What follows belongs to an exercise in optimizing a design on an open flow for small area; a production flow would make more cautious choices.
The RTL was checked by simulation tests, not by an equivalence proof against the original design.
Power and IR drop assume default switching activity.

==> flow/design.v <==
package core_cfg_pkg;
    localparam int xlen_c = 64;
    localparam int inst_w_c = 32;
    localparam int reg_addr_w_c = 5;
    localparam logic [xlen_c-1:0] reset_pc_c = '0;
    localparam logic [inst_w_c-1:0] nop_inst_c = 32'h0000_0013;
endpackage
package rv_isa_pkg;
    typedef enum logic [6:0] {
        OP     = 7'b0110011,
        OP_IMM = 7'b0010011,
        BRANCH = 7'b1100011,
        JAL    = 7'b1101111,
        STORE  = 7'b0100011
    } opcode_e;
    typedef enum logic [2:0] {
        F3_ADD_SUB = 3'b000,
        F3_XOR     = 3'b100,
        F3_OR      = 3'b110,
        F3_AND     = 3'b111
    } alu_f3_e;
    typedef enum logic [2:0] {
        F3_BEQ = 3'b000,
        F3_BNE = 3'b001
    } br_f3_e;
    typedef enum logic [2:0] {
        F3_SD = 3'b011
    } st_f3_e;
    localparam logic [6:0] f7_base_c = 7'b0000000;
    localparam logic [6:0] f7_sub_c  = 7'b0100000;
    typedef enum logic [2:0] {
        ALU_ADD,
        ALU_SUB,
        ALU_AND,
        ALU_OR,
        ALU_XOR
    } alu_op_e;
    typedef enum logic [1:0] {
        BR_NONE,
        BR_EQ,
        BR_NE,
        BR_JUMP
    } br_kind_e;
endpackage
import core_cfg_pkg::*;
module core (
    input  logic                                clk,
    input  logic                                rst_n_i,
    input  logic [core_cfg_pkg::inst_w_c-1:0]   if_inst_i,
    output logic [core_cfg_pkg::xlen_c-1:0]     if_inst_addr_o,
    output logic                                mem_wen_o,
    output logic [core_cfg_pkg::xlen_c-1:0]     mem_waddr_o,
    output logic [core_cfg_pkg::xlen_c-1:0]     mem_wdata_o
);
    logic [3:0]  ph_q;
    logic        ph0_q, ph1_q;
    logic        clr_q;
    logic        bub_q;
    logic        ph15;
    assign ph15 = (ph_q == 4'd15);
    always_ff @(posedge clk) begin
        if (!rst_n_i) begin
            ph_q  <= 4'd0;
            ph0_q <= 1'b1;
            ph1_q <= 1'b0;
            clr_q <= 1'b1;
        end else begin
            ph_q  <= ph_q + 4'd1;
            ph0_q <= ph15;
            ph1_q <= ph0_q;
            if (ph15) clr_q <= 1'b0;
        end
    end
    logic [31:7] ir_q;
    logic [31:7] ins;
    logic        c_rr_q, c_addi_q, c_br_q, c_jal_q, c_sd_q;
    logic        c_rr, c_addi, c_br, c_jal, c_sd;
    logic        d_rr, d_addi, d_br, d_jal, d_sd;
    logic [6:0] opc;
    logic [2:0] f3i;
    logic [6:0] f7i;
    assign opc = if_inst_i[6:0];
    assign f3i = if_inst_i[14:12];
    assign f7i = if_inst_i[31:25];
    always_comb begin
        d_rr   = (opc == 7'b0110011) &&
                 ((f7i == 7'b0000000 && (f3i == 3'b000 || f3i == 3'b100 ||
                                         f3i == 3'b110 || f3i == 3'b111)) ||
                  (f7i == 7'b0100000 && f3i == 3'b000));
        d_addi = (opc == 7'b0010011) && (f3i == 3'b000);
        d_br   = (opc == 7'b1100011) && (f3i[2:1] == 2'b00);
        d_jal  = (opc == 7'b1101111);
        d_sd   = (opc == 7'b0100011) && (f3i == 3'b011);
    end
    always_comb begin
        if (ph0_q) begin
            ins    = if_inst_i[31:7];
            c_rr   = d_rr   && !clr_q && !bub_q;
            c_addi = d_addi && !clr_q && !bub_q;
            c_br   = d_br   && !clr_q && !bub_q;
            c_jal  = d_jal  && !clr_q && !bub_q;
            c_sd   = d_sd   && !clr_q && !bub_q;
        end else begin
            ins    = ir_q;
            c_rr   = c_rr_q;
            c_addi = c_addi_q;
            c_br   = c_br_q;
            c_jal  = c_jal_q;
            c_sd   = c_sd_q;
        end
    end
    always_ff @(posedge clk) begin
        ir_q     <= ins;
        c_rr_q   <= c_rr;
        c_addi_q <= c_addi;
        c_br_q   <= c_br;
        c_jal_q  <= c_jal;
        c_sd_q   <= c_sd;
    end
    logic [31:1][63:0] rf_q;
    logic [3:0]        rs1_nib, rs2_nib;
    logic [31:0][3:0]  tail;
    logic [4:0]        rs1, rs2;
    assign rs1 = ins[19:15];
    assign rs2 = ins[24:20];
    always_comb begin
        tail[0] = 4'd0;
        for (int r = 1; r < 32; r++) tail[r] = rf_q[r][3:0];
    end
    assign rs1_nib = tail[rs1];
    assign rs2_nib = tail[rs2];
    logic [63:0] pc_q, wa_q, wd_q;
    logic [3:0]  pc_src;
    logic [4:0]  inc;
    logic        icy_q;
    assign pc_src = bub_q ? wa_q[7:4] : pc_q[3:0];
    assign inc = {1'b0, pc_src} + ((ph0_q && !bub_q) ? 5'd4 : {4'd0, icy_q && !bub_q});
    logic ne_q, ne, taken;
    assign ne    = (ph0_q ? 1'b0 : ne_q) | (rs1_nib != rs2_nib);
    assign taken = c_jal || (c_br && (ins[12] ? ne : !ne));
    logic [3:0] a_q, b_q;
    always_ff @(posedge clk) begin
        a_q   <= (c_br || c_jal) ? pc_q[3:0] : rs1_nib;
        b_q   <= rs2_nib;
        icy_q <= inc[4];
        ne_q  <= ne;
    end
    logic [20:0] imm;
    logic [3:0]  imm_nib;
    always_comb begin
        if (c_jal_q)
            imm = {ir_q[31], ir_q[19:12], ir_q[20], ir_q[30:21], 1'b0};
        else if (c_br_q)
            imm = {{8{ir_q[31]}}, ir_q[31], ir_q[7], ir_q[30:25], ir_q[11:8], 1'b0};
        else if (c_sd_q)
            imm = {{9{ir_q[31]}}, ir_q[31:25], ir_q[11:7]};
        else
            imm = {{9{ir_q[31]}}, ir_q[31:20]};
        case (ph_q)
            4'd1:    imm_nib = imm[3:0];
            4'd2:    imm_nib = imm[7:4];
            4'd3:    imm_nib = imm[11:8];
            4'd4:    imm_nib = imm[15:12];
            4'd5:    imm_nib = imm[19:16];
            default: imm_nib = {4{imm[20]}};
        endcase
    end
    logic        sub;
    logic [3:0]  b, bx;
    logic [4:0]  sum;
    logic        cy_q;
    logic [3:0]  alu;
    logic [2:0]  f3e;
    assign f3e = ir_q[14:12];
    assign sub = c_rr_q && ir_q[30];
    assign b   = c_rr_q ? b_q : imm_nib;
    assign bx  = sub ? ~b : b;
    assign sum = {1'b0, a_q} + {1'b0, bx} + {4'd0, ph1_q ? sub : cy_q};
    always_comb begin
        alu = sum[3:0];
        if (c_rr_q) begin
            case (f3e)
                3'b100:  alu = a_q ^ b;
                3'b110:  alu = a_q | b;
                3'b111:  alu = a_q & b;
                default: alu = sum[3:0];
            endcase
        end
    end
    logic [3:0] link;
    assign link = pc_q[63:60];
    logic mm_q, mm;
    assign mm = (ph_q == 4'd5 ? 1'b0 : mm_q) | (alu != link);
    always_ff @(posedge clk) begin
        cy_q <= sum[4];
        mm_q <= mm;
    end
    always_ff @(posedge clk) begin
        if (!rst_n_i)
            bub_q <= 1'b0;
        else if (ph15)
            bub_q <= taken && mm;
    end
    logic       wen;
    logic [3:0] wdat, wbus;
    logic [4:0] rd;
    assign rd   = ir_q[11:7];
    assign wen  = (c_rr_q || c_addi_q || c_jal_q) && (rd != 5'd0);
    assign wdat = c_jal_q ? link : alu;
    assign wbus = clr_q ? 4'd0 : wdat;
    always_ff @(posedge clk) begin
        for (int r = 1; r < 32; r++) begin
            if (clr_q || (wen && rd == 5'(r)))
                rf_q[r] <= {rf_q[r][3:0], wbus, rf_q[r][59:4]};
            else
                rf_q[r] <= {rf_q[r][3:0], rf_q[r][63:4]};
        end
    end
    logic [63:0] wa_d;
    assign wa_d = {alu, wa_q[63:4]};
    always_ff @(posedge clk) begin
        wa_q <= wa_d;
        wd_q <= {b_q, wd_q[63:4]};
        if (clr_q)
            pc_q <= {4'd0, pc_q[63:4]};
        else if (ph15 && taken)
            pc_q <= {inc[3:0], pc_q[63:20], wa_d[19:4]};
        else
            pc_q <= {inc[3:0], pc_q[63:4]};
    end
    logic wen_q;
    always_ff @(posedge clk) begin
        if (!rst_n_i)
            wen_q <= 1'b0;
        else
            wen_q <= ph0_q && c_sd_q;
    end
    assign if_inst_addr_o = pc_q;
    assign mem_wen_o      = wen_q;
    assign mem_waddr_o    = wa_q;
    assign mem_wdata_o    = wd_q;
endmodule
==> flow/run.sh <==
#!/bin/bash
# synth_recipe.tcl (not shown) runs the flow's synth.tcl, then flattens the netlist and writes it again
# the make line also repeats each setting of config.mk as NAME=value (left out here)
make -C /OpenROAD-flow-scripts/flow DESIGN_CONFIG=/design/flow/config.mk WORK_HOME=/design/flow/orfs CLKGATE_MAP_FILE= SYNTH_SCRIPT=/design/flow/synth_recipe.tcl finish
==> flow/config.mk <==
export PLATFORM = sky130hd
export DESIGN_NAME = core
export DESIGN_NICKNAME = core
export VERILOG_FILES = /design/flow/design.v
export SDC_FILE = /design/flow/constraint.sdc
export NUM_CORES = 4
export LEC_CHECK = 0
export ABC_AREA = 1
export CAP_MARGIN = 20
export CORE_MARGIN = 2
export CORE_UTILIZATION = 65
export CTS_BUF_LIST = sky130_fd_sc_hd__clkbuf_16
export CTS_CLUSTER_DIAMETER = 80
export CTS_CLUSTER_SIZE = 30
export GPL_TIMING_DRIVEN = 0
export SLEW_MARGIN = 20
==> flow/constraint.sdc <==
create_clock -name core_clock -period 5.5 [get_ports {clk}]
set_input_delay 1.1000 -clock core_clock [delete_from_list [all_inputs] [get_ports {clk}]]
set_output_delay 1.1000 -clock core_clock [all_outputs]
set_load 0.01 [all_outputs]
==> results of run 1 <==
synthesized netlist by cell type, drive strengths merged, types with 2 or more instances:
master / number
ha: 18
buf: 48
dfxtp: 2210
inv: 110
o311ai: 2
nor3: 12
xnor2: 2
o21ai: 150
or2: 7
xor2: 5
a221oi: 2
nor2: 52
a31oi: 5
nand3: 351
nand2: 456
a22oi: 2
fa: 2
o211ai: 14
nand4: 22
a211oi: 4
clkbuf: 29
o22ai: 6
a21oi: 33
edfxtp: 17
critical path, stage by stage (launching register included):
cell	delay, ns
sky130_fd_sc_hd__dfxtp_1	0.43
sky130_fd_sc_hd__ha_1	0.21
sky130_fd_sc_hd__nand2_1	0.09
sky130_fd_sc_hd__nor2_1	0.29
sky130_fd_sc_hd__inv_1	0.08
sky130_fd_sc_hd__nand4_1	0.17
sky130_fd_sc_hd__inv_1	0.08
sky130_fd_sc_hd__nand2_1	0.10
sky130_fd_sc_hd__nand2_1	0.09
sky130_fd_sc_hd__o21ai_1	0.43
sky130_fd_sc_hd__xnor2_1	0.14
sky130_fd_sc_hd__fa_1	0.43
sky130_fd_sc_hd__fa_1	0.54
sky130_fd_sc_hd__nor2_1	0.05
sky130_fd_sc_hd__a31oi_1	0.44
sky130_fd_sc_hd__inv_1	0.13
sky130_fd_sc_hd__nand2_1	0.11
sky130_fd_sc_hd__nand2_2	0.31
sky130_fd_sc_hd__clkbuf_1	0.37
sky130_fd_sc_hd__o21ai_0	0.54
cell type report:
class | count | area share [%]
Antenna cell | 7 | 0.0306
Buffer | 77 | 0.750
Clock buffer | 87 | 3.81
Clock inverter | 16 | 0.451
Inverter | 110 | 0.726
Multi-Input combinational cell | 1150 | 9.77
Sequential cell | 2227 | 78.2
Tap cell | 1040 | 2.27
Timing Repair Buffer | 226 | 3.95
per-layer routing:
layer	wire length, um	share of wire [%]	vias to the layer above	global-route usage [%]
li1	-	-	11942	-
met1	52800	40	12971	41.7
met4	5960	4.5	2	13.4
met5	7	0.0053	-	0
met2	62900	48	1423	53.4
met3	9670	7.4	372	6.11
worst max path at each step:
stage,to,slack (ns),cells past startpoint
floorplan,bub_q,2.01,21
global placement,rf_q[1785],-0.10,18
detailed placement,rf_q[1337],-0.14,18
CTS,rf_q[1849],0.03,18
global route,rf_q[1465],-0.01,19
finish,rf_q[1017],0.28,19
flip-flops by register name, indices dropped and copies added, names as in the netlist, 4 cells and up:
register	cells
ir_q	25
b_q	4
pc_q	64
ph_q	4
wa_q	64
wd_q	64
rf_q	1984
a_q	4
cell families after synthesis:
| kind of cell | after synthesis |
|---|---|
| muxes | 1 |
| AOI/OAI and AO/OA | 220 |
| DFF | 2227 |
| adders and majority gates | 20 |
| buffers and inverters | 187 |
| and+or+nand+nor | 902 |
| xor gates and xnor gates | 7 |
metrics by stage:
step           setup slack, ns  instance area (um^2)  std cells
6_report                 0.283                 57200       4940
5_1_grt                -0.0120                 57200       4933
4_1_cts                 0.0333                 57200       4933
3_5_place_dp            -0.137                 54700       4830
3_3_place_gp            -0.100                 54700       4830
2_1_floorplan             2.01                 51200       3564
where the power goes:
| part | switching [mW] | leakage (nW) | total [mW] | internal, mW |
|---|---|---|---|---|
| Combinational | 0.893 | 3.38 | 1.66 | 0.766 |
| Sequential | 0.295 | 18.0 | 16.8 | 16.5 |
| Clock | 4.76 | 1.19 | 7.72 | 2.96 |
| Total | 5.94 | 22.6 | 26.2 | 20.2 |
repair_timing:
action                                  CTS  global route
setup buffers                             0             0
cloned                                    0             0
endpoints found under the setup margin   17            24
resized for setup                         1            11
==> summary.txt, run 1 <==
GRT:
- The total routing usage reported by global routing is 32.2%.
- The via count of the first global-routing pass is 27488.
- Global routing finished with a remaining overflow of 0.
- The largest net degree at the start of global routing is 32.
- The initial antenna violation count is 8.
- The first global-routing pass estimated 187000 um of wire.

Route:
- After detailed routing, the number of vias per cell comes to 5.41.
- The DRC marker count from the first detailed-route iteration is 3070.
- The final layout contains routed wiring with a total length of 131000 um.
- The post-route antenna net violation count is 0.
- The DRC violation count after routing is 0.
- The via count of the routed design is 26710.
- The average wire per cell in the routed design is 26.6 um.
- Before antenna repair, the detailed router went through 8 iterations.

Logic synthesis:
- The biggest area contributor in the post-synthesis netlist is sky130_fd_sc_hd__dfxtp_1.
- Multiplexer cells account for 0.0196% of the synthesized area.
- Synthesis inferred 2227 register bits.
- By area, the combinational part of the netlist is dominated by simple AND/OR/NAND/NOR gates.
- Counting distinct cell types in the post-synthesis netlist gives 43.
- The cell area after synthesis is 0.0512 mm^2.
- The share of synthesized registers carrying an async set or reset is 0%.
- The sequential element share of the synthesized area is 87.5%.
- Of the total synthesized cell area, the portion taken by XOR and XNOR cells is 0.120%.
- The synthesized-area fraction occupied by ao, oa, aoi and oai cells is 2.43%.
- The post-synthesis simple-gate area fraction is 7.81%.
- Synthesis produced a netlist with a net count of 3618.
- By area the synthesized netlist is led by sky130_fd_sc_hd__dfxtp_1 (86%), sky130_fd_sc_hd__nand3_1 (3.4%), sky130_fd_sc_hd__nand2_1 (3.3%).
- The synthesized design contains 17 enable-type register cells.
- Summed over its instances, the top area cell type makes up 86.5% of the synthesized netlist area.
- The dominant register cell in the synthesized netlist is sky130_fd_sc_hd__dfxtp_1.
- The number of warnings issued by yosys is 1.
- The adder-cell area share of the yosys netlist is 0.518%.
- The post-synthesis cell count is 3564.
- A synthesized cell averages 14.4 um^2.

CTS:
- The number of clock sinks seen by CTS is 2227.
- The maximum buffer depth of the clock tree is 3.
- The tree is rooted in a sky130_fd_sc_hd__clkbuf_16.
- The clock transition at the registers of the reported paths is 0.11 ns.
- In this run the number of H-tree levels came out at 3.
- Counting the buffers created by CTS gives 86.
- TritonCTS built the clock tree.
- The insertion delay to the later sink of the worst-skew pair is 0.72 ns.
- The number of buffers inserted by hold repair at cts is 0.

Cells and area:
- The final standard cell utilization of the core is 73.6%.
- The multi-input combinational cells in the finished layout cover a total of 0.00559 mm^2.
- The filler cell count in the final layout is 4179.
- From synthesis to final layout, the design area changed by 11.8%.
- The register cell area after layout is 0.0448 mm^2.
- In the final layout, the share of cells above drive strength 1 is 4.75%.
- The library cells used most frequently in the layout, excluding fill and tap cells, are sky130_fd_sc_hd__dfxtp_1 (2209), sky130_fd_sc_hd__nand2_1 (444), sky130_fd_sc_hd__nand3_1 (348).
- For this run, the post-layout net count is 3932.
- The library cell used most frequently in the layout, excluding fill and tap cells, is sky130_fd_sc_hd__dfxtp_1.

Die:
- The core region is 0.0777 mm^2.
- The initial utilization of the core area, before any placement, comes to 65.8%.
- The full die area is 0.0810 mm^2.
- The die extent in y is 285 um.
- The row count is 102.
- In this run the count of I/O pins placed on the die edge is 227.
- The x dimension of the die is 285 um.

Power and ir drop:
- In this run the power density over the cells is 458 mW/mm^2.
- The analysis attributes to cell leakage a power of 22.6 nW.
- The maximum vdd drop is 0.000395 V.
- The design draws 26.2 mW.

Timing:
- Hold timing on the final database bottoms out at a slack of 0.317 ns.
- The final-report hold violation count came to 0.
- Setup repair after global routing could not meet its margin everywhere.
- The final number of setup-violating endpoints is 0.
- The final number of max-transition violations is 0.
- Between clock sinks in the finished design, the worst skew comes to 0.0372 ns.
- The share of the clock period used by the worst path is 94.9%.
- The final total negative setup slack is 0 ns.
- The slew at the pin closest to its max-slew limit is 1.20 ns.
- The clock period minus final worst setup slack is 5.22 ns.
- Static timing analysis puts the maximum clock frequency at 0.192 GHz.
- Measured against its own limit, the worst slew margin works out to 19.9%.

Critical path:
- The setup path with the least slack is of type reg2reg.
- The critical path arrival is 5.74 ns.
- The maximum fanout along the worst path is 10.
- The kind of end point of the critical path is a flop.
- The element type at the critical path start is a flop.
- The setup check on the worst reg-to-reg path leaves a slack of 0.28 ns.
- The required time of the worst setup path is 6.02 ns.
- The endpoint identified for the worst register-to-register timing path is rf_q[1017].
- For the worst flop-to-flop path, the logic depth is 19.
- The origin of the critical flop-to-flop path is ph_q[0].
- The start point of the critical path is ph_q[0].

Hold path:
- The startpoint identified for the worst hold timing path is rf_q[1688].
- The sink of the worst hold path is rf_q[1684].
- Along the worst hold path, the cell count comes to 0.
- In this run the worst hold path is classified as reg2reg.

Place:
- The wire-length estimate of the detail-placed layout is 84300 um.
- The count of buffers from port buffering is 226.
- The final weighted congestion in routability-driven placement is 0.944.

Outcome:
- The run finished with no timing, DRC or antenna violations.

Run:
- Across the run, the number of max-cap violations was 0.
==> run 2: changes to the inputs <==
--- a/flow/config.mk
+++ b/flow/config.mk
@@ -14,3 +14,3 @@
 export CTS_CLUSTER_SIZE = 30
-export GPL_TIMING_DRIVEN = 0
+export GPL_TIMING_DRIVEN = 1
 export SLEW_MARGIN = 20
==> run 2 against run 1 <==
Against the previous run:
- sequential share of layout area rose by 0.38 points
- critical endpoint is now rf_q[185]
- cell area fell by 0.49%
- clock power shrank 0.6%
- global-route usage is 3.1 points lower
- count of clock-buffer cells in the layout unchanged
- clock skew rose by 0.020 ns
- setup slack better by 0.64 ns
- critical path depth did not move
- combinational power fell by 6%
- die area unchanged
- area after synthesis unchanged
- still clean on timing, DRC and antenna
==> summary.txt, run 2 <==
GRT:
- The largest net degree at the start of global routing is 93 (+190%).
- The first-pass GRT wire length is 174000 um (-7.4%).
- The highest-utilization routing layer at the global route stage is met2.
- The met2 global-route usage was 49.6% (-3.7 points).
- The via count of the first global-routing pass was 26915 (-2.1%).
- The total routing usage reported by global routing came to 29.1% (-3.1 points).
- The met3 layer usage reported by global route is 4.30% (-1.8 points).
- The routing usage on met1 is 37.3% (-4.3 points).
- The leftover overflow at the end of global routing is 0 (unchanged).
- The initial antenna violation count came to 4 (-4).

Timing:
- The final total negative setup slack was 0 ns (unchanged).
- The clock period minus final worst setup slack came to 4.58 ns (-0.641 ns).
- The worst-case headroom to the max-slew limit is 43.6% (+24 points).
- The share of the clock period used by the worst path is 83.2% (-12 points).
- The slew at the pin closest to its max-slew limit is 0.844 ns (-0.357 ns).
- Setup repair after global routing left no endpoint under its margin.
- The top achievable clock speed is 0.219 GHz (+14%).
- The final-report hold violation count came to 0 (unchanged).
- The final number of setup-violating endpoints is 0 (unchanged).
- The final number of max-transition violations is 0 (unchanged).
- The clock skew is 0.0573 ns (+0.0201 ns).

Logic synthesis:
- The number of register bits inferred by synthesis was 2227 (unchanged).
- The share of synthesized registers carrying an async set or reset was 0% (unchanged).
- In the synthesized netlist, the cells that appear most often are sky130_fd_sc_hd__dfxtp_1 (2210), sky130_fd_sc_hd__nand2_1 (446), sky130_fd_sc_hd__nand3_1 (348).
- The number of nets in the synthesized netlist is 3618 (unchanged).
- The number of warnings issued by yosys is 1 (unchanged).
- The most frequently used cell type in the post-synthesis netlist is sky130_fd_sc_hd__dfxtp_1.
- By area the synthesized netlist is led by sky130_fd_sc_hd__dfxtp_1 (86%), sky130_fd_sc_hd__nand3_1 (3.4%), sky130_fd_sc_hd__nand2_1 (3.3%).
- The sequential element share of the synthesized area is 87.5% (unchanged).
- The dominant register cell in the synthesized netlist is sky130_fd_sc_hd__dfxtp_1.
- The cell area after synthesis is 0.0512 mm^2 (unchanged).
- The area fraction of the dominant cell type after synthesis is 86.5% (unchanged).
- The number of different library cells in the post-synthesis netlist came to 43 (unchanged).
- The post-synthesis cell count was 3564 (unchanged).
- The number of enable-type register cells in the synthesized netlist is 17 (unchanged).
- The post-synthesis average cell area is 14.4 um^2 (unchanged).
- The synthesized design spends more area on one cell type than any other, namely sky130_fd_sc_hd__dfxtp_1.

CTS:
- The clock root buffer is sky130_fd_sc_hd__clkbuf_16.
- The number of buffers inserted to repair setup after CTS was 0 (unchanged).
- The clock transition at the registers of the reported paths was 0.10 ns (about the same).
- The H-tree depth reported by CTS is 3 (unchanged).
- The number of clock sinks seen by CTS was 2227 (unchanged).
- The TritonCTS clock tree is done.
- The maximum buffer depth of the clock tree is 3 (unchanged).
- The number of buffers inserted by hold repair at cts was 0 (unchanged).
- The insertion delay to the later sink of the worst-skew pair is 0.71 ns (about the same).
- The number of gates given a new drive strength after cts came to 0 (-1).
- The total clock buffers created by CTS is 85 (-1.2%).

Cells and area:
- The proportion of layout cells with a drive suffix above 1 is 4.04% (-0.71 points).
- The final layout net count is 3873 (-1.5%).
- The leading cell type in the layout, fill and taps excluded is sky130_fd_sc_hd__dfxtp_1.
- The flip-flop count of the largest register, all copies and words added is 1984 (unchanged).
- Relative to the synthesized area, the layout overhead comes to 11.2%.
- Counting flops per register, the top entry is rf_q.
- The library cells used most frequently in the layout, excluding fill and tap cells, are sky130_fd_sc_hd__dfxtp_1 (2209), sky130_fd_sc_hd__nand2_1 (444), sky130_fd_sc_hd__nand3_1 (348).
- The final standard cell utilization of the core is 73.2% (-0.36 points).

Critical path:
- The critical path arrival is 5.12 ns (-0.62 ns).
- The type of the setup path with the least slack is reg2reg.
- The most critical setup path has its startpoint at ph_q[0].
- The maximum fanout along the worst path is 31 (+21).
- The worst setup path is launched from a flop.
- The setup slack of the worst register-to-register path is 0.92 ns (+0.64 ns).
- The startpoint identified for the worst register-to-register timing path is ph_q[0].
- The required time of the worst setup path is 6.04 ns (+0.02 ns).
- STA classifies the critical path endpoint as a flop.
- The capture point of the worst reg-to-reg path is rf_q[185].
- The number of cells on the worst reg-to-reg path is 19 (unchanged).

Die:
- The initial core utilization was 65.8% (unchanged).
- The x dimension of the die came to 285 um (unchanged).
- The full die area is 0.0810 mm^2 (unchanged).
- The die extent in y is 285 um (unchanged).
- The row count was 102 (unchanged).
- The I/O pin count is 227 (unchanged).
- The placeable core region was 0.0777 mm^2 (unchanged).

Place:
- The final weighted congestion in routability-driven placement came to 0.918 (-2.8%).
- The final HPWL from detailed placement is 73600 um (-13%).
- The count of buffers from port buffering is 226 (unchanged).

Run:
- The count of max-cap constraint violations was 0 (unchanged).

Route:
- The post-route antenna net violation count is 0 (unchanged).
- The DRC marker count from the first detailed-route iteration was 2260 (-26%).
- The via density per instance came to 5.27 (-2.6%).
- The DRC violation count after routing was 0 (unchanged).
- The first-pass iteration count of the detailed router is 6 (-2).
- The via count of the routed design is 25673 (-3.9%).
- The total detailed-routing wirelength came to 118000 um (-10%).
- The average wire per cell in the routed design is 24.2 um (-8.8%).

Hold path:
- The startpoint of the most critical hold path is rf_q[499].
- The sink of the worst hold path is rf_q[495].
- The worst hold path belongs to the class reg2reg.
- The count of cells along the worst hold path is 0 (unchanged).

Power and ir drop:
- The power consumption is 26.0 mW (-0.59%).
- The maximum vdd drop was 0.000367 V (-7.2%).
- The static leakage was 22.4 nW (-0.65%).
- The power density normalized to cell area was 457 mW/mm^2 (-0.10%).

Outcome:
- The flow ran to the end and the layout has no timing, DRC or antenna violations.
run 2: cell types whose count changed in the layout (fill, tap and decap cells not counted), sizes merged:
cell	before	now
buf	48	19
clkinv	8	7
clkinvlp	1	0
bufinv	0	1
clkbuf	116	87
diode	7	2
run 2: cell families (layout without fill, tap and decap cells):
group	after synthesis	count (layout)	share of synthesized area [%]
AO/OA/AOI/OAI	220	220	2.43
XOR/XNOR	7	7	0.120
flip-flops	2227	2227	87.5
AND/OR/NAND/NOR	902	902	7.81
adder cells (fa/ha/maj)	20	20	0.518
multiplexers	1	1	0.0196
other	0	2	0
buffers and inverters	187	457	1.65
run 2: how the worst max path moves through the flow:
stage | slack [ns] | depth (start not counted) | to
after floorplan | 2.01 | 21 | bub_q
after global placement | 0.88 | 16 | pc_q[0]
after detailed placement | 0.84 | 16 | pc_q[1]
after CTS | 1.07 | 19 | rf_q[1209]
after global routing | 0.67 | 19 | rf_q[1209]
final | 0.92 | 19 | rf_q[185]
run 2: per-stage QoR:
stage / setup slack, ns / area [um^2] / cells / hold slack [ns]
after detailed placement: 0.836 / 54500 / 4772 / 0.312
after global placement: 0.884 / 54500 / 4772 / 0.310
after floorplan: 2.01 / 51200 / 3564 / 0.310
final: 0.924 / 56900 / 4876 / 0.321
after CTS: 1.07 / 56900 / 4874 / 0.308
after global routing: 0.666 / 56900 / 4875 / 0.316
run 2: layout make-up:
| cell class | count | area, um^2 |
|---|---|---|
| Antenna cell | 2 | 5.00 |
| Tap cell | 1040 | 1300 |
| Fill cell | 4323 | 20800 |
| Clock buffer | 87 | 2180 |
| Clock inverter | 15 | 243 |
| Timing Repair Buffer | 245 | 2430 |
| Sequential cell | 2227 | 44800 |
| Multi-Input combinational cell | 1150 | 5600 |
| Inverter | 110 | 417 |
run 2: layer usage:
metal	part of all wire, %	vias up
met3	5.5	315
met1	41	12501
met4	4.3	0
met2	49	1049
li1	-	11808
met5	0	-
run 2: power breakdown:
part	leakage (nW)	internal [mW]	switching, mW
Combinational	3.22	0.744	0.820
Clock	1.19	2.98	4.68
Sequential	18.0	16.5	0.284
Total	22.4	20.3	5.79
run 2: critical path, stage by stage, from the launching register on:
cell	delay, ns
sky130_fd_sc_hd__dfxtp_1	0.43
sky130_fd_sc_hd__ha_1	0.21
sky130_fd_sc_hd__inv_1	0.05
sky130_fd_sc_hd__nor3_1	0.25
sky130_fd_sc_hd__inv_1	0.19
sky130_fd_sc_hd__a21oi_1	0.17
sky130_fd_sc_hd__a211oi_1	0.06
sky130_fd_sc_hd__o21ai_0	0.09
sky130_fd_sc_hd__nor3_1	0.06
sky130_fd_sc_hd__o21ai_0	0.43
sky130_fd_sc_hd__xnor2_1	0.15
sky130_fd_sc_hd__fa_1	0.43
sky130_fd_sc_hd__fa_1	0.53
sky130_fd_sc_hd__nor2_1	0.05
sky130_fd_sc_hd__a31oi_1	0.24
sky130_fd_sc_hd__inv_1	0.09
sky130_fd_sc_hd__nand2_1	0.06
sky130_fd_sc_hd__nand2_1	0.06
sky130_fd_sc_hd__buf_4	0.31
sky130_fd_sc_hd__o21ai_0	0.53
==> run 3: changes to the inputs <==
==> flow/flow/run.sh (new file) <==
#!/bin/bash
set -euo pipefail
bash standard.sh "BUFFER_PORTS_ARGS=-buffer_cell sky130_fd_sc_hd__buf_1" finish > flow_make.log 2>&1
test -f out/final.def
==> flow/standard.sh (new file) <==
#!/bin/bash
# synth_recipe.tcl (not shown) runs the flow's synth.tcl, then flattens the netlist and writes it again
# the make line also repeats each setting of config.mk as NAME=value (left out here)
make -C /OpenROAD-flow-scripts/flow DESIGN_CONFIG=/design/flow/config.mk WORK_HOME=/design/flow/orfs CLKGATE_MAP_FILE= SYNTH_SCRIPT=/design/flow/synth_recipe.tcl "${@:-finish}"
--- a/flow/config.mk
+++ b/flow/config.mk
@@ -14,3 +14,3 @@
 export CTS_CLUSTER_SIZE = 30
-export GPL_TIMING_DRIVEN = 1
+export GPL_TIMING_DRIVEN = 0
 export SLEW_MARGIN = 20
removed: flow/run.sh
==> run 3 against run 2 <==
Against the previous run:
- now fails the layout checks on antenna rules
- cell count up 1.3%
- count of clock-buffer cells in the layout up 1
- first-iteration DRC count up 9.6%
- die area unchanged
- area after synthesis unchanged
- cell area down 1.9%
- worst hold slack worse by 0.013 ns
- sequential power about the same
- via count up 2.2%
- global-route usage up 1.3 points
- wire length up 4.9%
- highest routed layer is now met5
==> summary.txt, run 3 <==
Timing:
- The worst-case headroom to the max-slew limit is 12.0% (-32 points).
- The clock skew was 0.0500 ns (-0.00729 ns).
- The clock period minus final worst setup slack is 5.13 ns (+0.558 ns).
- The worst hold slack after final layout is 0.308 ns (-0.0129 ns).
- Setup repair after global routing left no endpoint under its margin.
- The share of the clock period used by the worst path is 93.4% (+10 points).
- The top achievable clock speed is 0.195 GHz (-11%).
- The final number of max-transition violations is 0 (unchanged).
- The final-report hold violation count was 0 (unchanged).
- The slew at the pin closest to its max-slew limit is 1.32 ns (+0.476 ns).
- The final total negative setup slack is 0 ns (unchanged).
- The final number of setup-violating endpoints is 0 (unchanged).

Die:
- The x dimension of the die came to 285 um (unchanged).
- The die extent in y is 285 um (unchanged).
- The initial core utilization is 65.8% (unchanged).
- The full die area was 0.0810 mm^2 (unchanged).
- The placeable core region is 0.0777 mm^2 (unchanged).
- The row count is 102 (unchanged).
- The I/O pin count is 227 (unchanged).

Cells and area:
- In the layout the commonest cells are sky130_fd_sc_hd__dfxtp_1 (2209), sky130_fd_sc_hd__nand2_1 (445), sky130_fd_sc_hd__nand3_1 (348).
- The flip-flop count of the largest register, all copies and words added is 1984 (unchanged).
- The register with the most flip-flops is rf_q.
- The leading cell type in the layout, fill and taps excluded is sky130_fd_sc_hd__dfxtp_1.
- The area used by multi-input combinational logic is 0.00559 mm^2 (about the same).
- The relative area change from synthesis to final layout is 9.11%.
- The proportion of layout cells with a drive suffix above 1 came to 4.70% (+0.66 points).
- The final layout net count is 3933 (+1.5%).
- The total non-filler cell area in the finished layout was 0.0558 mm^2 (-1.9%).
- The register cell area after layout is 0.0448 mm^2 (unchanged).
- The filler cell count in the final layout is 4467 (+3.3%).
- The number of standard cells in the final layout excluding fillers is 4941 (+1.3%).

CTS:
- Clock tree synthesis selected as its root buffer the cell sky130_fd_sc_hd__clkbuf_16.
- The insertion delay to the later sink of the worst-skew pair is 0.70 ns (about the same).
- The TritonCTS clock tree is done.
- The total clock buffers created by CTS is 86 (+1.2%).
- The number of buffers inserted by hold repair at cts came to 0 (unchanged).
- The number of clock sinks seen by CTS is 2227 (unchanged).
- The maximum buffer depth of the clock tree is 3 (unchanged).
- The H-tree depth reported by CTS came to 3 (unchanged).
- The clock transition at the registers of the reported paths is 0.12 ns (+0.02 ns).

Outcome:
- A clean result was blocked by antenna rules.
- The flow ran to the end, but the layout failed its checks.

Critical path:
- The critical path arrival is 5.66 ns (+0.54 ns).
- The critical path goes through inv_1 > ha_1 > inv_1 > nor3_1 > inv_1 > a21oi_1 > a211oi_1 > o21ai_0 > nor3_1 > o21ai_1 > xnor2_1 > fa_1 > fa_1 > nor2_1 > a31oi_2 > inv_1 > nand2_1 > nand2_1 > clkbuf_1 > o21ai_0.
- The cell with the largest stage delay on the worst path is sky130_fd_sc_hd__o21ai_0.
- The kind of end point of the critical path is a flop.
- The critical path's most frequent cell is sky130_fd_sc_hd__inv_1.
- The required time of the worst setup path is 6.02 ns (-0.02 ns).
- The type of the setup path with the least slack is reg2reg.
- The buffer and inverter count on the worst path is 5 (+1).
- Grouping stages by cell kind, the critical path spends the most delay in compound AO/OA/AOI/OAI gates.
- The maximum fanout along the worst path is 10 (-68%).
- The worst setup path is launched from a flop.
- The delay contributed by the slowest stage of the critical path is 0.57 ns (+0.04 ns).

Logic synthesis:
- The post-synthesis simple-gate area fraction was 7.81% (unchanged).
- The cell accounting for the most synthesized area is sky130_fd_sc_hd__dfxtp_1.
- The area fraction of the dominant cell type after synthesis is 86.5% (unchanged).
- The number of nets in the synthesized netlist is 3618 (unchanged).
- The share of synthesized registers carrying an async set or reset is 0% (unchanged).
- The number of enable-type register cells in the synthesized netlist was 17 (unchanged).
- By area the synthesized netlist is led by sky130_fd_sc_hd__dfxtp_1 (86%), sky130_fd_sc_hd__nand3_1 (3.4%), sky130_fd_sc_hd__nand2_1 (3.3%).
- The number of register bits inferred by synthesis is 2227 (unchanged).
- The post-synthesis average cell area came to 14.4 um^2 (unchanged).
- The post-synthesis cell count is 3564 (unchanged).
- The parity-gate share of the synthesized area counting xor and xnor cells was 0.120% (unchanged).
- The number of warnings issued by yosys is 1 (unchanged).
- The most frequently used cell type in the post-synthesis netlist is sky130_fd_sc_hd__dfxtp_1.
- The adder-cell area share of the yosys netlist is 0.518% (unchanged).
- The number of different library cells in the post-synthesis netlist is 43 (unchanged).
- By count the netlist is led by sky130_fd_sc_hd__dfxtp_1 (2210), sky130_fd_sc_hd__nand2_1 (446), sky130_fd_sc_hd__nand3_1 (348).
- The synthesized-area fraction occupied by ao, oa, aoi and oai cells is 2.43% (unchanged).
- In the synthesized netlist the dominant register cell turns out to be sky130_fd_sc_hd__dfxtp_1.
- The portion of netlist area occupied by mux cells is 0.0196% (unchanged).
- The cell area after synthesis came to 0.0512 mm^2 (unchanged).
- The sequential element share of the synthesized area was 87.5% (unchanged).
- The largest family of logic cells by synthesized area is simple AND/OR/NAND/NOR gates.

GRT:
- The leftover overflow at the end of global routing came to 0 (unchanged).
- The via count of the first global-routing pass is 26830 (-0.32%).
- The largest net degree at the start of global routing is 32 (-66%).
- The initial antenna violation count is 15 (+11).
- The total routing usage reported by global routing is 30.4% (+1.3 points).
- The first-pass GRT wire length came to 179000 um (+3.0%).

Route:
- The average wire per cell in the routed design is 25.1 um (+3.6%).
- The DRC marker count from the first detailed-route iteration came to 2477 (+9.6%).
- The first-pass iteration count of the detailed router is 6 (unchanged).
- The via density per instance is 5.31 (+0.90%).
- The total detailed-routing wirelength came to 124000 um (+4.9%).
- The DRC violation count after routing is 0 (unchanged).
- The via count of the routed design was 26250 (+2.2%).
- The post-route antenna net violation count is 1 (+1).

Place:
- The count of buffers from port buffering is 226 (unchanged).
- The final HPWL from detailed placement came to 80500 um (+9.3%).
- The total placed instance area is 0.0533 mm^2 (-2.1%).
- The number of cells after detailed placement is 4831 (+1.2%).
- The final weighted congestion in routability-driven placement is 0.982 (+7.1%).

Power and ir drop:
- The power density normalized to cell area is 461 mW/mm^2 (+0.74%).
- The static leakage is 22.0 nW (-1.8%).
- The power consumption is 25.7 mW (-1.2%).
- The maximum vdd drop is 0.000400 V (+9.0%).

Hold path:
- The class of the tightest hold or removal check is reg2reg.

Run:
- The count of max-cap constraint violations is 0 (unchanged).
==> run 3: cell counts after synthesis <==
Identical to the previous run, type by type.
==> run 3: worst paths after layout <==
kind,startpoint,end,slack [ns],cells after the start
max,ph_q[1],rf_q[1017],0.37,20
min,rf_q[407],rf_q[403],0.31,0
max reg2reg,ph_q[1],rf_q[1017],0.37,20
min reg2reg,rf_q[407],rf_q[403],0.31,0
==> run 3: cell type report <==
type,instances,area share [%]
timing repair buffer,227,1.53
inverter,110,0.744
sequential,2227,80.2
antenna,9,0.0403
clock inverter,13,0.473
multi-input combinational,1150,10.0
buffer,77,0.766
tap,1040,2.33
clock buffer,88,3.94
==> run 3: cell families after synthesis <==
logic type               Yosys count
AND/OR/NAND/NOR                  902
buffers and inverters            187
XOR/XNOR                           7
multiplexers                       1
adder cells (fa/ha/maj)           20
AO/OA/AOI/OAI                    220
flip-flops                      2227
==> run 3: what timing repair did <==
| item | 4_1_cts | 5_1_grt |
|---|---|---|
| hold endpoints to repair | 0 | 0 |
| resized for setup | 0 | 12 |
| endpoints found under the setup margin | 0 | 39 |
| buffers inserted | 0 | 0 |
==> run 3: power by group <==
group | total [mW] | internal (mW) | switching (mW)
Combinational | 1.19 | 0.333 | 0.853
Clock | 7.73 | 3.03 | 4.70
Sequential | 16.8 | 16.5 | 0.290
Total | 25.7 | 19.9 | 5.85
==> run 3: stage by stage <==
stage / utilization [%] / setup WS, ns
floorplan: - / 2.01
global placement: 68.6 / 0.185
detailed placement: 68.6 / 0.0735
CTS: 71.8 / 0.0276
global route: 71.8 / 0.129
finish: 71.8 / 0.366
==> run 3: per-layer routing <==
| layer | wire [um] | GRT usage (%) |
|---|---|---|
| met1 | 51400 | 40.2 |
| met2 | 59300 | 50.2 |
| met3 | 7780 | 5.02 |
| met4 | 5560 | 12.2 |
| met5 | 52 | 0 |
==> run 4: changes to the inputs <==
==> flow/flow/run.sh (replaced) <==
#!/bin/bash
set -uo pipefail
ports="BUFFER_PORTS_ARGS=-buffer_cell sky130_fd_sc_hd__buf_1"
ant=orfs/reports/sky130hd/core/base/drt_antennas.log
bash standard.sh "$ports" finish > flow_make.log 2>&1
st=$?
if [[ $st -ne 0 || ! -f out/final.def ]] || grep -q VIOLATED "$ant" 2>/dev/null; then
  mkdir -p first_try
  cp -r orfs/logs first_try/ 2>/dev/null || true
  cp "$ant" first_try/ 2>/dev/null || true
  rm -rf orfs out/final.def
  bash standard.sh "$ports" CORE_UTILIZATION=50 finish > flow_make2.log 2>&1
fi
test -f out/final.def
--- a/flow/config.mk
+++ b/flow/config.mk
@@ -10,3 +10,3 @@
 export CORE_MARGIN = 2
-export CORE_UTILIZATION = 65
+export CORE_UTILIZATION = 60
 export CTS_BUF_LIST = sky130_fd_sc_hd__clkbuf_16
==> run 4 against run 3 <==
Against the previous run:
- now clean on timing, DRC and antenna
- first-iteration DRC count decreased by 18%
- largest power group unchanged
- non-clock buffer count fell by 1
- die area increased by 8.2%
- cell area grew 0.29%
- largest cell class unchanged
- fmax rose by 0.12%
- sequential share of layout area fell by 0.23 points
- flip-flop and latch count unchanged
==> summary.txt, run 4 <==
CTS:
- The clock transition at the registers of the reported paths is 0.11 ns (about the same).
- The insertion delay to the later sink of the worst-skew pair is 0.70 ns (about the same).
- The number of buffers inserted by hold repair at cts is 0 (unchanged).
- TritonCTS built the clock tree.
- The H-tree depth reported by CTS came to 3 (unchanged).
- The number of clock sinks seen by CTS was 2227 (unchanged).
- The maximum buffer depth of the clock tree is 3 (unchanged).
- The total clock buffers created by CTS is 87 (+1.2%).
- The tree is rooted in a sky130_fd_sc_hd__clkbuf_16.

Logic synthesis:
- The number of warnings issued by yosys is 1 (unchanged).
- The sequential element share of the synthesized area came to 87.5% (unchanged).
- The cell area after synthesis is 0.0512 mm^2 (unchanged).
- The post-synthesis average cell area is 14.4 um^2 (unchanged).
- The dominant register cell in the synthesized netlist is sky130_fd_sc_hd__dfxtp_1.
- The number of enable-type register cells in the synthesized netlist is 17 (unchanged).
- The post-synthesis cell count is 3564 (unchanged).
- The area fraction of the dominant cell type after synthesis came to 86.5% (unchanged).
- By instance count, the leading cell after synthesis is sky130_fd_sc_hd__dfxtp_1.
- Summed over all instances, the cell type with the most area after synthesis is sky130_fd_sc_hd__dfxtp_1.
- Yosys attributes the largest share of cell area to sky130_fd_sc_hd__dfxtp_1 (86%), sky130_fd_sc_hd__nand3_1 (3.4%), sky130_fd_sc_hd__nand2_1 (3.3%).
- The share of synthesized registers carrying an async set or reset is 0% (unchanged).
- The number of register bits inferred by synthesis is 2227 (unchanged).
- The number of nets in the synthesized netlist came to 3618 (unchanged).
- By count the netlist is led by sky130_fd_sc_hd__dfxtp_1 (2210), sky130_fd_sc_hd__nand2_1 (446), sky130_fd_sc_hd__nand3_1 (348).
- The number of different library cells in the post-synthesis netlist is 43 (unchanged).

Cells and area:
- The final layout net count is 3933 (unchanged).
- The register with the most flip-flops is rf_q.
- The top cell types in the final layout, fill and taps aside, are sky130_fd_sc_hd__dfxtp_1 (2209), sky130_fd_sc_hd__nand2_1 (444), sky130_fd_sc_hd__nand3_1 (348).
- The area growth from synthesis to layout is 9.42%.
- The number of standard cells in the final layout excluding fillers came to 5046 (+2.1%).
- The area used by multi-input combinational logic was 0.00559 mm^2 (unchanged).
- The leading cell type in the layout, fill and taps excluded is sky130_fd_sc_hd__dfxtp_1.
- The proportion of layout cells with a drive suffix above 1 came to 4.78% (+0.073 points).
- The filler cell count in the final layout is 5824 (+30%).
- The register cell area after layout is 0.0448 mm^2 (unchanged).
- The flip-flop count of the largest register, all copies and words added was 1984 (unchanged).

Hold path:
- The min-delay analysis places its worst path in the category reg2reg.

GRT:
- The largest net degree at the start of global routing was 32 (unchanged).
- The first-pass GRT wire length came to 157000 um (-12%).
- The total routing usage reported by global routing is 24.9% (-5.5 points).
- The initial antenna violation count came to 10 (-5).
- The leftover overflow at the end of global routing is 0 (unchanged).
- The via count of the first global-routing pass is 24271 (-9.5%).

Place:
- The minimum setup slack after placement was -0.160 ns (-0.234 ns).
- The count of buffers from port buffering is 226 (unchanged).
- The final HPWL from detailed placement is 74500 um (-7.5%).
- The final weighted congestion in routability-driven placement is 0.938 (-4.5%).
- The number of cells after detailed placement is 4934 (+2.1%).

Timing:
- The post-route worst setup slack is 0.372 ns (+0.00628 ns).
- The final-report hold violation count is 0 (unchanged).
- The clock skew came to 0.0476 ns (-0.00242 ns).
- The final number of max-transition violations is 0 (unchanged).
- The final total negative setup slack is 0 ns (unchanged).
- The final number of setup-violating endpoints is 0 (unchanged).
- The clock period minus final worst setup slack was 5.13 ns (-0.00628 ns).
- The share of the clock period used by the worst path is 93.2% (-0.11 points).
- The slew at the pin closest to its max-slew limit was 1.23 ns (-0.0954 ns).
- The worst-case headroom to the max-slew limit is 18.3% (+6.4 points).
- The top achievable clock speed is 0.195 GHz (+0.12%).
- Setup repair after global routing could not meet its margin everywhere.

Outcome:
- The flow ran to the end and the layout has no timing, DRC or antenna violations.

Power and ir drop:
- The static leakage is 22.0 nW (about the same).
- The power consumption is 25.6 mW (-0.34%).
- The power density normalized to cell area was 458 mW/mm^2 (-0.63%).
- The maximum vdd drop was 0.000464 V (+16%).

Die:
- The initial core utilization is 60.3% (-5.6 points).
- The I/O pin count is 227 (unchanged).
- The placeable core region is 0.0849 mm^2 (+9.2%).
- The die extent in y was 296 um (+4.0%).
- The full die area came to 0.0876 mm^2 (+8.2%).
- The row count came to 107 (+4.9%).
- The x dimension of the die is 296 um (+4.0%).

Critical path:
- The delay contributed by the slowest stage of the critical path came to 0.53 ns (-0.04 ns).
- The critical path arrival is 5.68 ns (+0.02 ns).
- The element type at the critical path start is a flop.
- The type of the setup path with the least slack is reg2reg.
- The critical path goes through ha_1 > nand2_1 > nor2_1 > inv_1 > nand4_1 > inv_1 > nand2_1 > nand2_1 > o21ai_1 > xnor2_1 > fa_1 > fa_1 > nor2_1 > a31oi_1 > inv_1 > nand2_1 > nand2_2 > clkbuf_1 > o21ai_0.
- The required time of the worst setup path was 6.05 ns (+0.03 ns).
- The maximum fanout along the worst path is 10 (unchanged).
- The kind of end point of the critical path is a flop.
- The cell with the largest stage delay on the worst path is sky130_fd_sc_hd__fa_1.
- The critical path's most frequent cell is sky130_fd_sc_hd__nand2_1.

Route:
- The first-pass iteration count of the detailed router came to 6 (unchanged).
- The average wire per cell in the routed design was 21.9 um (-13%).
- The via count of the routed design is 24874 (-5.2%).
- The total detailed-routing wirelength is 111000 um (-11%).
- The via density per instance is 4.93 (-7.2%).
- The DRC marker count from the first detailed-route iteration is 2033 (-18%).
- The post-route antenna net violation count was 0 (-1).
- The DRC violation count after routing is 0 (unchanged).

Run:
- The count of max-cap constraint violations is 0 (unchanged).
[run 4: cell families after synthesis]
group,count (synthesis),synth area share (%)
AOI/OAI and AO/OA,220,2.43
adders and majority gates,20,0.518
and+or+nand+nor,902,7.81
DFF,2227,87.5
buffers and inverters,187,1.65
muxes,1,0.0196
xor gates and xnor gates,7,0.120
[run 4: critical path: cells and delay by family (launching register included)]
family / cells / cell delay [ns]
adder cells (fa/ha/maj): 3 / 1.18
AO/OA/AOI/OAI: 3 / 1.31
flip-flops: 1 / 0.44
XOR/XNOR: 1 / 0.13
AND/OR/NAND/NOR: 8 / 1.21
buffers and inverters: 4 / 0.71
[run 4: metrics by stage]
| step | hold slack (ns) | cell area (um^2) | util, % |
|---|---|---|---|
| 3_3_place_gp | 0.309 | 53500 | 63.0 |
| 3_5_place_dp | 0.312 | 53500 | 63.0 |
| 2_1_floorplan | 0.310 | 51200 | - |
| 6_report | 0.314 | 56000 | 66.0 |
| 5_1_grt | 0.309 | 56000 | 66.0 |
| 4_1_cts | 0.307 | 56000 | 65.9 |
[run 4: per-layer routing]
metal / global-route usage (%) / share of wire [%]
met1: 34.9 / 46
met2: 39.5 / 46
met3: 4.01 / 4.9
met4: 8.73 / 3.5
met5: 0 / 0
[run 4: path summary, 6_finish.rpt]
path	from	end	slack, ns	cells after the start
min reg2reg	rf_q[218]	rf_q[214]	0.31	0
min	rf_q[218]	rf_q[214]	0.31	0
max	ph_q[0]	rf_q[761]	0.37	19
max reg2reg	ph_q[0]	rf_q[761]	0.37	19
[run 4: repair_timing]
action	in CTS	in global routing
gates resized for setup	2	12
gates cloned	0	0
hold endpoints to repair	0	0
setup buffers	0	0
setup endpoints to repair	16	29
pin swaps	0	0
[run 4: area by class of cell]
| type | instances | share of cell area, % |
|---|---|---|
| Antenna cell | 7 | 0.0313 |
| Buffer | 77 | 0.764 |
| Clock buffer | 89 | 3.98 |
| Clock inverter | 16 | 0.503 |
| Inverter | 110 | 0.742 |
| Multi-Input combinational cell | 1150 | 9.99 |
| Sequential cell | 2227 | 79.9 |
| Tap cell | 1144 | 2.56 |
| Timing Repair Buffer | 226 | 1.51 |
[run 4: where the power goes]
group	internal, mW	total, mW	switching (mW)
logic	0.333	1.19	0.856
clock network	3.02	7.66	4.64
registers	16.5	16.8	0.274
==> run 5: changes to the inputs <==
--- a/flow/design.v
+++ b/flow/design.v
@@ -177,14 +177,16 @@
     assign bx  = sub ? ~b : b;
-    assign sum = {1'b0, a_q} + {1'b0, bx} + {4'd0, ph1_q ? sub : cy_q};
-    always_comb begin
-        alu = sum[3:0];
-        if (c_rr_q) begin
-            case (f3e)
-                3'b100:  alu = a_q ^ b;
-                3'b110:  alu = a_q | b;
-                3'b111:  alu = a_q & b;
-                default: alu = sum[3:0];
-            endcase
-        end
-    end
+    logic [3:0] p, g;
+    logic [4:0] c;
+    logic       en_p, en_g, en_c;
+    assign p    = a_q ^ bx;
+    assign g    = a_q & bx;
+    assign c[0] = ph1_q ? sub : cy_q;
+    always_comb begin
+        for (int i = 0; i < 4; i++) c[i+1] = g[i] | (p[i] & c[i]);
+    end
+    assign sum  = {c[4], p ^ c[3:0]};
+    assign en_c = !(c_rr_q && f3e[2]);
+    assign en_p = !(c_rr_q && f3e == 3'b111);
+    assign en_g = c_rr_q && f3e[2] && f3e[1];
+    assign alu = ({4{en_p}} & p) ^ ({4{en_g}} & g) ^ ({4{en_c}} & c[3:0]);
     logic [3:0] link;
--- a/flow/flow/run.sh
+++ b/flow/flow/run.sh
@@ -3,4 +3,5 @@
 ports="BUFFER_PORTS_ARGS=-buffer_cell sky130_fd_sc_hd__buf_1"
+cts="CTS_ARGS=-sink_clustering_enable -repair_clock_nets -dont_use_dummy_load -sink_clustering_size 30 -sink_clustering_max_diameter 80 -buf_list sky130_fd_sc_hd__clkbuf_16"
 ant=orfs/reports/sky130hd/core/base/drt_antennas.log
-bash standard.sh "$ports" finish > flow_make.log 2>&1
+bash standard.sh "$ports" "$cts" finish > flow_make.log 2>&1
 st=$?
@@ -11,3 +12,3 @@
   rm -rf orfs out/final.def
-  bash standard.sh "$ports" CORE_UTILIZATION=50 finish > flow_make2.log 2>&1
+  bash standard.sh "$ports" "$cts" CORE_UTILIZATION=50 finish > flow_make2.log 2>&1
 fi
--- a/flow/config.mk
+++ b/flow/config.mk
@@ -14,3 +14,3 @@
 export CTS_CLUSTER_SIZE = 30
-export GPL_TIMING_DRIVEN = 0
+export GPL_TIMING_DRIVEN = 1
 export SLEW_MARGIN = 20
==> run 5 against run 4 <==
Against the previous run:
- power down 2.9%
- worst hold slack worse by 0.029 ns
- first-iteration DRC count down 19%
- largest cell class unchanged
- combinational power down 13%
- still clean
- die area down 0.51%
- critical path depth up 5
- wire length down 10%
- critical endpoint is now rf_q[379]
- flip-flop and latch count unchanged
- non-clock buffer count down 53
- global-route usage down 2.2 points
- setup slack better by 0.71 ns
==> summary.txt, run 5 <==
Place:
- The number of cells after detailed placement was 4841 (-1.9%).
- The final weighted congestion in routability-driven placement was 0.901 (-4.0%).
- The final HPWL from detailed placement came to 66700 um (-10%).
- The count of buffers from port buffering is 226 (unchanged).

Cells and area:
- The final layout net count is 3840 (-2.4%).
- The number of standard cells in the final layout excluding fillers is 4934 (-2.2%).
- The register cell area after layout was 0.0448 mm^2 (unchanged).
- rf_q holds more flip-flops than any other register.
- The leading cell type in the layout, fill and taps excluded is sky130_fd_sc_hd__dfxtp_1.
- The proportion of layout cells with a drive suffix above 1 is 3.88% (-0.90 points).
- The final standard cell utilization of the core is 65.8% (-0.17 points).
- The filler cell count in the final layout came to 5993 (+2.9%).
- The area used by multi-input combinational logic was 0.00539 mm^2 (-3.6%).
- The flip-flop count of the largest register, all copies and words added came to 1984 (unchanged).
- In the layout the commonest cells are sky130_fd_sc_hd__dfxtp_1 (2209), sky130_fd_sc_hd__nand2_1 (475), sky130_fd_sc_hd__nand3_1 (317).
- From synthesis to final layout, the design area changed by 8.33%.

Route:
- The via count of the routed design is 23818 (-4.2%).
- The first-pass iteration count of the detailed router is 5 (-1).
- The average wire per cell in the routed design is 20.1 um (-8.3%).
- The DRC violation count after routing is 0 (unchanged).
- The total detailed-routing wirelength is 99100 um (-10%).
- The via density per instance is 4.83 (-2.1%).
- The DRC marker count from the first detailed-route iteration is 1647 (-19%).
- The post-route antenna net violation count is 0 (unchanged).

Critical path:
- The endpoint identified for the worst register-to-register timing path is rf_q[379].
- STA classifies the critical path endpoint as a flop.
- The maximum fanout along the worst path is 31 (+21).
- STA classifies the critical path startpoint as a flop.
- The setup path with the least slack is of type reg2reg.
- The number of cells on the worst reg-to-reg path came to 24 (+5).
- The required time of the worst setup path came to 6.01 ns (-0.04 ns).
- The critical path arrival is 4.92 ns (-0.76 ns).
- The setup slack of the worst register-to-register path came to 1.08 ns (+0.71 ns).
- The origin of the critical flop-to-flop path is ph_q[0].

CTS:
- The H-tree depth reported by CTS is 3 (unchanged).
- The TritonCTS clock tree is done.
- The number of buffers inserted to repair setup after CTS is 0 (unchanged).
- The number of buffers inserted by hold repair at cts is 0 (unchanged).
- The number of clock sinks seen by CTS was 2227 (unchanged).
- The tree is rooted in a sky130_fd_sc_hd__clkbuf_16.
- The number of gates given a new drive strength after cts came to 0 (-2).
- The total clock buffers created by CTS was 85 (-2.3%).
- The insertion delay to the later sink of the worst-skew pair came to 0.68 ns (-0.02 ns).
- The clock transition at the registers of the reported paths is 0.11 ns (about the same).
- The maximum buffer depth of the clock tree came to 3 (unchanged).

Logic synthesis:
- The number of enable-type register cells in the synthesized netlist is 17 (unchanged).
- The number of warnings issued by yosys was 1 (unchanged).
- The cell area after synthesis is 0.0509 mm^2 (-0.52%).
- The post-synthesis cell count was 3532 (-0.90%).
- The most frequently used cell type in the post-synthesis netlist is sky130_fd_sc_hd__dfxtp_1.
- The number of nets in the synthesized netlist is 3577 (-1.1%).
- The post-synthesis average cell area is 14.4 um^2 (+0.39%).
- The share of synthesized registers carrying an async set or reset was 0% (unchanged).
- The sequential element share of the synthesized area is 87.9% (+0.45 points).
- The number of register bits inferred by synthesis is 2227 (unchanged).
- The number of different library cells in the post-synthesis netlist was 42 (-2.3%).
- Among all flip-flop cells after synthesis, the most frequent one is sky130_fd_sc_hd__dfxtp_1.
- Counting instances in the post-synthesis netlist gives the leading cell types as sky130_fd_sc_hd__dfxtp_1 (2210), sky130_fd_sc_hd__nand2_1 (477), sky130_fd_sc_hd__nand3_1 (317).
- The area fraction of the dominant cell type after synthesis is 86.9% (+0.45 points).
- The synthesized design spends more area on one cell type than any other, namely sky130_fd_sc_hd__dfxtp_1.
- After synthesis, the cell types taking the most area are sky130_fd_sc_hd__dfxtp_1 (87%), sky130_fd_sc_hd__nand2_1 (3.5%), sky130_fd_sc_hd__nand3_1 (3.1%).

Timing:
- The share of the clock period used by the worst path is 80.3% (-13 points).
- The slew at the pin closest to its max-slew limit is 0.863 ns (-0.363 ns).
- The clock period minus final worst setup slack is 4.42 ns (-0.712 ns).
- The top achievable clock speed is 0.226 GHz (+16%).
- The final-report hold violation count came to 0 (unchanged).
- The clock skew is 0.116 ns (+0.0682 ns).
- The final number of max-transition violations was 0 (unchanged).
- The final number of setup-violating endpoints is 0 (unchanged).
- The worst-case headroom to the max-slew limit is 42.5% (+24 points).
- The final total negative setup slack is 0 ns (unchanged).
- Setup repair after global routing left no endpoint under its margin.

Hold path:
- The count of cells along the worst hold path is 0 (unchanged).
- The class of the tightest hold or removal check is reg2reg.
- The sink of the worst hold path is rf_q[1716].
- The startpoint of the most critical hold path is rf_q[1720].

Die:
- The x dimension of the die is 295 um (-0.26%).
- The die extent in y was 295 um (-0.26%).
- The row count is 106 (-0.93%).
- The initial core utilization was 60.7% (+0.45 points).
- The full die area is 0.0872 mm^2 (-0.51%).
- The placeable core region is 0.0838 mm^2 (-1.2%).
- The I/O pin count is 227 (unchanged).

Power and ir drop:
- The static leakage came to 21.7 nW (-1.5%).
- The power density normalized to cell area is 452 mW/mm^2 (-1.4%).
- The maximum vdd drop is 0.000452 V (-2.7%).

GRT:
- The initial antenna violation count is 7 (-3).
- The largest net degree at the start of global routing is 53 (+66%).
- The first-pass GRT wire length is 145000 um (-7.9%).
- The leftover overflow at the end of global routing is 0 (unchanged).
- The total routing usage reported by global routing is 22.6% (-2.2 points).
- The via count of the first global-routing pass was 23434 (-3.4%).

Outcome:
- The flow ran to the end and the layout has no timing, DRC or antenna violations.

Run:
- The count of max-cap constraint violations came to 0 (unchanged).
run 5: changes by cell type after synthesis, moves of 4 or more:
cell	delta
sky130_fd_sc_hd__inv_1	-17
sky130_fd_sc_hd__o22ai_1	-5
sky130_fd_sc_hd__nand3_1	-31
sky130_fd_sc_hd__nand4_1	+4
sky130_fd_sc_hd__nand2_1	+31
sky130_fd_sc_hd__o21ai_0	+6
sky130_fd_sc_hd__a21oi_1	-7
sky130_fd_sc_hd__nor3_1	-5
sky130_fd_sc_hd__ha_1	-7
sky130_fd_sc_hd__xor2_1	+5
sky130_fd_sc_hd__o211ai_1	-4
sky130_fd_sc_hd__nor2_1	+4
run 5: cell families (layout without fill, tap and decap cells):
kind of cell    count (synthesis)  after routing  share of synthesized area, %
compound gates                205            205                          2.24
xor+xnor                       15             15                         0.258
simple gates                  907            907                          7.79
fa+ha+maj                      11             11                         0.270
buf+inv                       166            427                          1.52
flops                        2227           2227                          87.9
mux                             1              1                        0.0197
other cells                     0              7                             0
run 5: worst max-delay path, cell delays in order, from the launching register on:
cell,delay [ns]
sky130_fd_sc_hd__dfxtp_1,0.42
sky130_fd_sc_hd__inv_1,0.09
sky130_fd_sc_hd__ha_1,0.20
sky130_fd_sc_hd__nand3_1,0.16
sky130_fd_sc_hd__inv_1,0.09
sky130_fd_sc_hd__nor2_1,0.19
sky130_fd_sc_hd__nand4_1,0.17
sky130_fd_sc_hd__nand2_1,0.09
sky130_fd_sc_hd__inv_1,0.08
sky130_fd_sc_hd__o2111ai_1,0.14
sky130_fd_sc_hd__o21ai_0,0.19
sky130_fd_sc_hd__xor2_1,0.18
sky130_fd_sc_hd__ha_1,0.31
sky130_fd_sc_hd__inv_1,0.04
sky130_fd_sc_hd__o21bai_1,0.23
sky130_fd_sc_hd__a21o_1,0.17
sky130_fd_sc_hd__nand2_1,0.05
sky130_fd_sc_hd__nand2_1,0.07
sky130_fd_sc_hd__nand2_1,0.06
sky130_fd_sc_hd__xnor2_1,0.32
sky130_fd_sc_hd__inv_1,0.12
sky130_fd_sc_hd__nand2_1,0.08
sky130_fd_sc_hd__nand2_1,0.08
sky130_fd_sc_hd__buf_12,0.19
sky130_fd_sc_hd__o21ai_0,0.54
run 5: layout make-up:
type,count,share of cell area (%)
Antenna cell,7,0.0318
Tap cell,1134,2.57
Inverter,92,0.637
Clock buffer,85,3.86
Timing Repair Buffer,250,1.98
Multi-Input combinational cell,1139,9.78
Sequential cell,2227,81.1
run 5: worst max-delay path by stage:
stage                        startpoint          to  slack, ns  depth (start not counted)
after global placement    if_inst_i[15]     pc_q[1]       1.17                         18
final                           ph_q[0]   rf_q[379]       1.08                         24
after floorplan                 ph_q[0]  rf_q[1658]       2.40                         21
after CTS                       ph_q[0]  rf_q[1848]       1.19                         19
after global routing            ph_q[0]  rf_q[1211]       0.92                         24
after detailed placement  if_inst_i[20]    pc_q[13]       1.16                         16
run 5: report_power, final:
group | switching [mW] | internal [mW] | leakage (nW)
Sequential | 0.252 | 16.5 | 18.0
Clock | 4.30 | 2.79 | 1.05
Combinational | 0.733 | 0.311 | 2.64
Total | 5.28 | 19.6 | 21.7
run 5: through the flow:
step	hold WS, ns	cell area (um^2)	setup WS [ns]	total power [mW]
2_1_floorplan	0.310	50900	2.40	17.6
3_3_place_gp	0.310	53000	1.17	18.2
3_5_place_dp	0.312	53000	1.16	18.2
4_1_cts	0.284	55100	1.19	25.1
5_1_grt	0.275	55100	0.923	25.7
6_report	0.285	55200	1.08	24.9
run 5: per-layer routing:
metal	vias to the layer above	routed length, um	global-route usage (%)
li1	11683	-	-
met1	11369	45300	31.4
met2	593	45000	36.2
met3	171	4820	3.25
met4	2	3930	9.08
met5	-	13	0
==> run 6: changes to the inputs <==
--- a/flow/design.v
+++ b/flow/design.v
@@ -194,3 +194,3 @@
     logic mm_q, mm;
-    assign mm = (ph_q == 4'd5 ? 1'b0 : mm_q) | (alu != link);
+    assign mm = (ph_q == 4'd9 ? 1'b0 : mm_q) | (alu != link);
     always_ff @(posedge clk) begin
@@ -228,3 +228,3 @@
         else if (ph15 && taken)
-            pc_q <= {inc[3:0], pc_q[63:20], wa_d[19:4]};
+            pc_q <= {inc[3:0], pc_q[63:36], wa_d[35:4]};
         else
==> run 6 against run 5 <==
Against the previous run:
- clock skew rose by 0.0077 ns
- power grew 0.89%
- non-clock buffer count increased by 6
- register-to-register slack is essentially flat
- clock power increased by 2%
- wire length increased by 5.9%
- cell area up 0.45%
- critical path depth is 9 lower
==> summary.txt, run 6 <==
Cells and area:
- The total non-filler cell area in the finished layout is 0.0554 mm^2 (+0.45%).
- The library cells used most frequently in the layout, excluding fill and tap cells, are sky130_fd_sc_hd__dfxtp_1 (2209), sky130_fd_sc_hd__nand2_1 (499), sky130_fd_sc_hd__nand3_1 (329).
- The final layout net count is 3893 (+1.4%).
- The proportion of layout cells with a drive suffix above 1 is 3.95% (+0.077 points).

Logic synthesis:
- The biggest area contributor in the post-synthesis netlist is sky130_fd_sc_hd__dfxtp_1.
- The share of synthesized registers carrying an async set or reset is 0% (unchanged).
- The post-synthesis average cell area is 14.3 um^2 (-1.1%).
- By count the netlist is led by sky130_fd_sc_hd__dfxtp_1 (2210), sky130_fd_sc_hd__nand2_1 (500), sky130_fd_sc_hd__nand3_1 (329).
- The post-synthesis cell count was 3585 (+1.5%).
- The number of enable-type register cells in the synthesized netlist is 17 (unchanged).
- The number of nets in the synthesized netlist is 3630 (+1.5%).
- The number of different library cells in the post-synthesis netlist is 45 (+7.1%).
- The sequential element share of the synthesized area is 87.5% (-0.36 points).

CTS:
- Clock tree synthesis selected as its root buffer the cell sky130_fd_sc_hd__clkbuf_16.
- TritonCTS built the clock tree.
- The total clock buffers created by CTS is 88 (+3.5%).
- The clock transition at the registers of the reported paths is 0.10 ns (about the same).
- The number of buffers inserted to repair setup after CTS is 0 (unchanged).
- The number of buffers inserted by hold repair at cts is 0 (unchanged).
- The number of clock sinks seen by CTS is 2227 (unchanged).
- The H-tree depth reported by CTS is 3 (unchanged).

Timing:
- The final total negative setup slack is 0 ns (unchanged).
- The clock skew is 0.123 ns (+0.00768 ns).
- The share of the clock period used by the worst path is 80.1% (-0.22 points).
- The worst-case headroom to the max-slew limit was 28.7% (-14 points).
- The top achievable clock speed is 0.227 GHz (+0.28%).
- The slew at the pin closest to its max-slew limit is 1.06 ns (+0.195 ns).
- The final-report hold violation count is 0 (unchanged).
- The final number of setup-violating endpoints is 0 (unchanged).

Die:
- The I/O pin count is 227 (unchanged).
- The full die area is 0.0875 mm^2 (+0.40%).
- The x dimension of the die came to 296 um (+0.20%).

Power and ir drop:
- The maximum vdd drop was 0.000468 V (+3.7%).

Route:
- The first-pass iteration count of the detailed router is 5 (unchanged).
- The total detailed-routing wirelength came to 105000 um (+5.9%).
- The DRC marker count from the first detailed-route iteration is 1547 (-6.1%).
- The via density per instance was 4.91 (+1.7%).

GRT:
- The initial antenna violation count came to 9 (+2).
- The largest net degree at the start of global routing came to 59 (+11%).
- The leftover overflow at the end of global routing is 0 (unchanged).

Hold path:
- The class of the tightest hold or removal check is reg2reg.

Critical path:
- The type of the setup path with the least slack is reg2reg.
- The kind of end point of the critical path is a flop.
- The cell that appears most often on the critical path is sky130_fd_sc_hd__nand2_1.
- The element type at the critical path start is a flop.
- The delay contributed by the slowest stage of the critical path is 0.62 ns (+0.08 ns).
- The cell type group with the largest total delay on the critical path is simple AND/OR/NAND/NOR gates.

Outcome:
- The flow ran to the end and the layout has no timing, DRC or antenna violations.

Place:
- The final weighted congestion in routability-driven placement is 0.894 (-0.77%).
==> run 6: cell count changes in the layout (fill, tap and decap cells not counted), moves of 4 or more <==
| cell | delta |
|---|---|
| sky130_fd_sc_hd__a21oi_1 | -4 |
| sky130_fd_sc_hd__buf_4 | +11 |
| sky130_fd_sc_hd__nand2_1 | +24 |
| sky130_fd_sc_hd__buf_12 | -5 |
| sky130_fd_sc_hd__diode_2 | -4 |
| sky130_fd_sc_hd__nand4_1 | +13 |
| sky130_fd_sc_hd__nand3_1 | +12 |
==> run 6: through the flow <==
stage | instances | hold slack [ns] | utilization (%) | setup WS [ns] | power (mW)
6_report | 4993 | 0.221 | 65.4 | 1.10 | 25.1
5_1_grt | 4990 | 0.222 | 65.4 | 0.813 | 25.9
4_1_cts | 4990 | 0.221 | 65.4 | 1.09 | 25.3
3_5_place_dp | 4902 | 0.312 | 62.8 | 0.901 | 18.3
3_3_place_gp | 4902 | 0.310 | 62.8 | 0.942 | 18.3
2_1_floorplan | 3585 | 0.310 | - | 2.29 | 17.6
==> run 6: final timing paths <==
kind / startpoint / to / slack (ns) / depth (start not counted)
worst max-delay path: c_jal_q / rf_q[1402] / 1.10 / 15
worst min-delay path: rf_q[1608] / rf_q[1604] / 0.22 / 0
worst max register to register: c_jal_q / rf_q[1402] / 1.10 / 15
worst min register to register: rf_q[1608] / rf_q[1604] / 0.22 / 0
==> run 6: routing by layer <==
layer  share of wire [%]  wire length (um)
met5               0.028                29
met4                 2.9              3050
met3                 5.2              5510
met2                  46             47900
met1                  46             48500
==> run 6: report_power, final <==
part	leakage, nW	switching, mW	internal [mW]
Combinational	2.78	0.731	0.311
Clock	1.08	4.36	2.88
Sequential	18.0	0.324	16.5
==> run 6: kinds of logic (layout without fill, tap and decap cells) <==
group           Yosys count  count (layout)  synth area share (%)
buf+inv                 177             438                  1.56
simple gates            951             951                  8.15
xor+xnor                 15              15                 0.257
compound gates          203             203                  2.19
mux                       1               1                0.0196
fa+ha+maj                11              11                 0.269
flops                  2227            2227                  87.5
other cells               0               3                     0
==> run 6: final cells by class <==
cell class,instances,area [um^2]
Inverter,94,358
Multi-Input combinational cell,1181,5580
Sequential cell,2227,44800
Tap cell,1144,1430
Clock buffer,88,2200
Fill cell,5979,29300
Timing Repair Buffer,256,1070
Antenna cell,3,7.51
